Source: an optimization exercise on an open RTL-to-GDS flow (aim: small area and a short achievable clock period). Production flows keep margins and buffers that such runs may drop.
The RTL was checked by simulation tests, not by an equivalence proof against the original design.
Power figures rest on the tool's default switching activity, not on a simulated workload.

==> module exec_stage, before the edit <==
module exec_stage #(
  parameter int N = 24,
  parameter int M = 6
) (
  input  logic                clk,
  input  logic                rst,
  input  logic                en,
  input  logic [N-1:0]        rd1, rd2, rd3, pc, imm,
  input  logic [N*M-1:0]      rdv1, rdv2, rdv3,
  input  logic [N*M-1:0]      Forward1, Forward2, Forward3,
  input  logic                Fa, Fb, Fc,
  input  logic [3:0]          aluControl, Rc, opCode,
  input  logic                immSrc, branchFlag, memWrite, memToReg, regWrite, modeSel,
  input  logic [1:0]          opType,
  output logic [17+2*N*M-1:0] bufferOut
);
  localparam int NM = N * M;
  localparam int BW = 17 + 2 * NM;
  logic          isCtrl, ld, hold;
  logic [BW-1:0] q, d;
  assign isCtrl = (opType == 2'b10);
  assign ld     = rst & en;
  assign hold   = rst & ~en;
  logic opAdd, opSub, opAnd, opOr, opXor, opShl, opShr, opMul, opB, opA;
  assign opAdd = (aluControl == 4'b0000);
  assign opSub = (aluControl == 4'b0001);
  assign opAnd = (aluControl == 4'b0010);
  assign opOr  = (aluControl == 4'b0011);
  assign opXor = (aluControl == 4'b0100);
  assign opShl = (aluControl == 4'b0101);
  assign opShr = (aluControl == 4'b0110);
  assign opMul = (aluControl == 4'b0111);
  assign opB   = (aluControl == 4'b1000);
  assign opA   = (aluControl == 4'b1001);
  logic [N-1:0] a   [M];
  logic [N-1:0] b   [M];
  logic [N-1:0] t   [M];
  logic [N-1:0] cmpB, pcImm;
  assign cmpB = Fb ? Forward2[N-1:0] : (modeSel ? rdv2[N-1:0] : rd2);
  assign a[0] = Fa ? Forward1[N-1:0] : (modeSel ? rdv1[N-1:0] : rd1);
  assign b[0] = immSrc ? imm : cmpB;
  assign t[0] = Fc ? Forward3[N-1:0] : (modeSel ? rdv3[N-1:0] : rd3);
  for (genvar k = 1; k < M; k++) begin : g_ops
    assign a[k] = Fa ? Forward1[k*N +: N] : rdv1[k*N +: N];
    assign b[k] = immSrc ? imm : (Fb ? Forward2[k*N +: N] : rdv2[k*N +: N]);
    assign t[k] = {N{modeSel}} & (Fc ? Forward3[k*N +: N] : rdv3[k*N +: N]);
  end
  logic [N-1:0] r [M];
  logic [M-1:0] nz;
  for (genvar k = 0; k < M; k++) begin : g_lane
    logic on;
    if (k == 0) begin : g_l0
      assign on = ld & ~isCtrl;
      exec_lane u_lane (
        .a(a[0]), .b(b[0]),
        .mul(opMul), .shl(opShl), .shr(opShr), .add(opAdd), .sub(opSub), .pa(opA), .pb(opB),
        .land(opAnd), .lor(opOr), .lxor(opXor),
        .ext(pcImm), .gext(ld & isCtrl),
        .on(on), .r(r[k]), .nz(nz[k]));
    end else begin : g_ln
      assign on = ld & modeSel & ~isCtrl;
      exec_lane u_lane (
        .a(a[k]), .b(b[k]),
        .mul(opMul), .shl(opShl), .shr(opShr), .add(opAdd), .sub(opSub), .pa(opA), .pb(opB),
        .land(opAnd), .lor(opOr), .lxor(opXor),
        .ext('0), .gext(1'b0),
        .on(on), .r(r[k]), .nz(nz[k]));
    end
  end
  logic [N-1:0] cmpDiff;
  logic         cmpEq;
  exec_add24 u_pcimm (.a(pc), .b(imm), .ci(1'b0), .y(pcImm));
  exec_add24 u_cmp (.a(a[0]), .b(~cmpB), .ci(1'b1), .y(cmpDiff));
  assign cmpEq   = (a[0] == cmpB);
  logic anyR, zeroFlag, negFlag;
  assign anyR     = |nz;
  assign zeroFlag = isCtrl ? (ld & cmpEq) : (ld & ~anyR);
  assign negFlag  = isCtrl ? (ld & cmpDiff[N-1]) : r[0][N-1];
  logic [BW-1:0] nx;
  assign nx = {{7{ld}} & {modeSel, opType, opCode},
               r[5], r[4], r[3], r[2], r[1], r[0], zeroFlag, negFlag,
               {8{ld}} & {branchFlag, memWrite, memToReg, regWrite, Rc},
               {NM{ld}} & {t[5], t[4], t[3], t[2], t[1], t[0]}};
  assign d = nx | ({BW{hold}} & q);
  always_ff @(posedge clk) q <= d;
  assign bufferOut = q;
endmodule
==> module exec_lane, before the edit <==
module exec_lane (
  input  logic [23:0] a, b,
  input  logic        mul, shl, shr, add, sub, pa, pb, land, lor, lxor,
  input  logic [23:0] ext,
  input  logic        gext,
  input  logic        on,
  output logic [23:0] r,
  output logic        nz
);
  logic [23:0] ar, x, z, p, pr, rl;
  logic        pz;
  logic [4:0]  s;
  logic [11:0] one, two, neg, bone, btwo, sone, stwo;
  logic [24:0] bx;
  logic        c0;
  for (genvar j = 0; j < 24; j++) begin : g_rev
    assign ar[j] = a[23-j];
    assign pr[j] = p[23-j];
  end
  assign x = shr ? ar : a;
  assign s  = b[4:0];
  assign bx = {b, 1'b0};
  for (genvar i = 0; i < 12; i++) begin : g_booth
    assign bone[i] = bx[2*i+1] ^ bx[2*i];
    assign btwo[i] = (bx[2*i+2] & ~bx[2*i+1] & ~bx[2*i]) | (~bx[2*i+2] & bx[2*i+1] & bx[2*i]);
    assign sone[i] = (s == 5'(2*i));
    assign stwo[i] = (s == 5'(2*i+1));
    if (i == 0) begin : g_d0
      assign one[i] = (mul & bone[i]) | ((shl | shr) & sone[i]) | add | sub | pa;
    end else begin : g_dn
      assign one[i] = (mul & bone[i]) | ((shl | shr) & sone[i]);
    end
    assign two[i] = (mul & btwo[i]) | ((shl | shr) & stwo[i]);
    assign neg[i] = mul & bx[2*i+2];
  end
  assign c0 = (mul & b[1]) | sub;
  assign z  = {24{add | sub | pb}} & (b ^ {24{sub}});
  exec_mac24 u_mac (.x(x), .one(one), .two(two), .neg(neg), .c0(c0), .z(z), .p(p), .pz(pz));
  logic gp, gr, ga, go, gx;
  assign gp = on & (mul | shl | add | sub | pa | pb);
  assign gr = on & shr;
  assign ga = on & land;
  assign go = on & lor;
  assign gx = on & lxor;
  assign rl = ({24{ga}} & (a & b)) | ({24{go}} & (a | b)) | ({24{gx}} & (a ^ b)) |
              ({24{gext}} & ext);
  assign r  = ({24{gp}} & p) | ({24{gr}} & pr) | rl;
  assign nz = ((gp | gr) & ~pz) | (|rl);
endmodule
Settings: LEC_CHECK=0, ABC_AREA=1, CAP_MARGIN=30, CELL_PAD_IN_SITES_DETAIL_PLACEMENT=1, CELL_PAD_IN_SITES_GLOBAL_PLACEMENT=1, CORE_MARGIN=2, CORE_UTILIZATION=42, PLACE_DENSITY=0.64, SETUP_SLACK_MARGIN=4, SLEW_MARGIN=30, SYNTH_HIERARCHICAL=1; clock period 13.0 ns.
standard.sh (not shown) runs the stock make flow with config.mk's settings and CLKGATE_MAP_FILE= SYNTH_SCRIPT=/design/flow/synth_recipe.tcl, a recipe that flattens the netlist after the stock synthesis.
==> flow/flow/run.sh <==
#!/bin/bash
set -euo pipefail
export BUFFER_PORTS_ARGS="-buffer_cell sky130_fd_sc_hd__buf_1"
bash standard.sh > standard.log 2>&1
Change:
--- a/flow/design.v
+++ b/flow/design.v
@@ -52,47 +52,43 @@
     if (k == 0) begin : g_l0
       assign on = ld & ~isCtrl;
       exec_lane u_lane (
         .a(a[0]), .b(b[0]),
         .mul(opMul), .shl(opShl), .shr(opShr), .add(opAdd), .sub(opSub), .pa(opA), .pb(opB),
         .land(opAnd), .lor(opOr), .lxor(opXor),
-        .ext(pcImm), .gext(ld & isCtrl),
         .on(on), .r(r[k]), .nz(nz[k]));
     end else begin : g_ln
       assign on = ld & modeSel & ~isCtrl;
       exec_lane u_lane (
         .a(a[k]), .b(b[k]),
         .mul(opMul), .shl(opShl), .shr(opShr), .add(opAdd), .sub(opSub), .pa(opA), .pb(opB),
         .land(opAnd), .lor(opOr), .lxor(opXor),
-        .ext('0), .gext(1'b0),
         .on(on), .r(r[k]), .nz(nz[k]));
     end
   end
   logic [N-1:0] cmpDiff;
   logic         cmpEq;
   exec_add24 u_pcimm (.a(pc), .b(imm), .ci(1'b0), .y(pcImm));
-  exec_add24 u_cmp (.a(a[0]), .b(~cmpB), .ci(1'b1), .y(cmpDiff));
+  assign cmpDiff = a[0] - cmpB;
   assign cmpEq   = (a[0] == cmpB);
   logic anyR, zeroFlag, negFlag;
   assign anyR     = |nz;
   assign zeroFlag = isCtrl ? (ld & cmpEq) : (ld & ~anyR);
   assign negFlag  = isCtrl ? (ld & cmpDiff[N-1]) : r[0][N-1];
   logic [BW-1:0] nx;
   assign nx = {{7{ld}} & {modeSel, opType, opCode},
-               r[5], r[4], r[3], r[2], r[1], r[0], zeroFlag, negFlag,
+               r[5], r[4], r[3], r[2], r[1], r[0] | ({N{ld & isCtrl}} & pcImm), zeroFlag, negFlag,
                {8{ld}} & {branchFlag, memWrite, memToReg, regWrite, Rc},
                {NM{ld}} & {t[5], t[4], t[3], t[2], t[1], t[0]}};
   assign d = nx | ({BW{hold}} & q);
   always_ff @(posedge clk) q <= d;
   assign bufferOut = q;
 endmodule
 module exec_lane (
   input  logic [23:0] a, b,
   input  logic        mul, shl, shr, add, sub, pa, pb, land, lor, lxor,
-  input  logic [23:0] ext,
-  input  logic        gext,
   input  logic        on,
   output logic [23:0] r,
   output logic        nz
 );
   logic [23:0] ar, x, z, p, pr, rl;
   logic        pz;
@@ -126,14 +122,13 @@
   logic gp, gr, ga, go, gx;
   assign gp = on & (mul | shl | add | sub | pa | pb);
   assign gr = on & shr;
   assign ga = on & land;
   assign go = on & lor;
   assign gx = on & lxor;
-  assign rl = ({24{ga}} & (a & b)) | ({24{go}} & (a | b)) | ({24{gx}} & (a ^ b)) |
-              ({24{gext}} & ext);
+  assign rl = ({24{ga}} & (a & b)) | ({24{go}} & (a | b)) | ({24{gx}} & (a ^ b));
   assign r  = ({24{gp}} & p) | ({24{gr}} & pr) | rl;
   assign nz = ((gp | gr) & ~pz) | (|rl);
 endmodule
 module exec_mac24 (
   input  logic [23:0] x,
   input  logic [11:0] one, two, neg,
What happened:
- sequential power barely changes
- hold slack gains 0.024 ns
- final cell count went down by 2.9%
- via count increases by 0.34%
- worst setup slack gets worse by 0.51 ns
- wire length increases by 4.2%
- die area shrinks by 0.85%
- total power came out higher by 1.7%
- core utilization went down by 0.14 points
- synthesized cell count goes down by 3.0%
- synthesized area drops by 0.86%
- global-route usage went up by 2.9 points

-- afterwards: timing with drivers on the ports --
How much do the figures lean on ideal ports? The routed layouts below were timed once more, with nothing changed but the port constraints.
Step 1: set_driving_cell puts a clkbuf_16 on clk and a buf_2 on each other input, an assumption about the parent block.
Step 2 also shifts input and output timing later by t, the mid clock arrival at the registers, as if the neighbouring blocks saw the same clock.
a / b / c = no drivers / after step 1 / after step 2; a / b = the first two.
run	t (ns)	slack for setup (ns)	worst setup path at the end	worst register clock-pin slew, ns	cell pins on the clock port's net
the first run	0.820	3.681 / 3.530 / 2.711	input to register	0.11 / 0.11	1
the second run	0.799	3.170 / 3.115 / 2.315	input to register	0.08 / 0.08	1
After both steps every run listed still meets setup and hold. For the first run, which loses most, drivers alone change the setup slack by -0.151 ns; drivers and shift together by -0.970 ns.
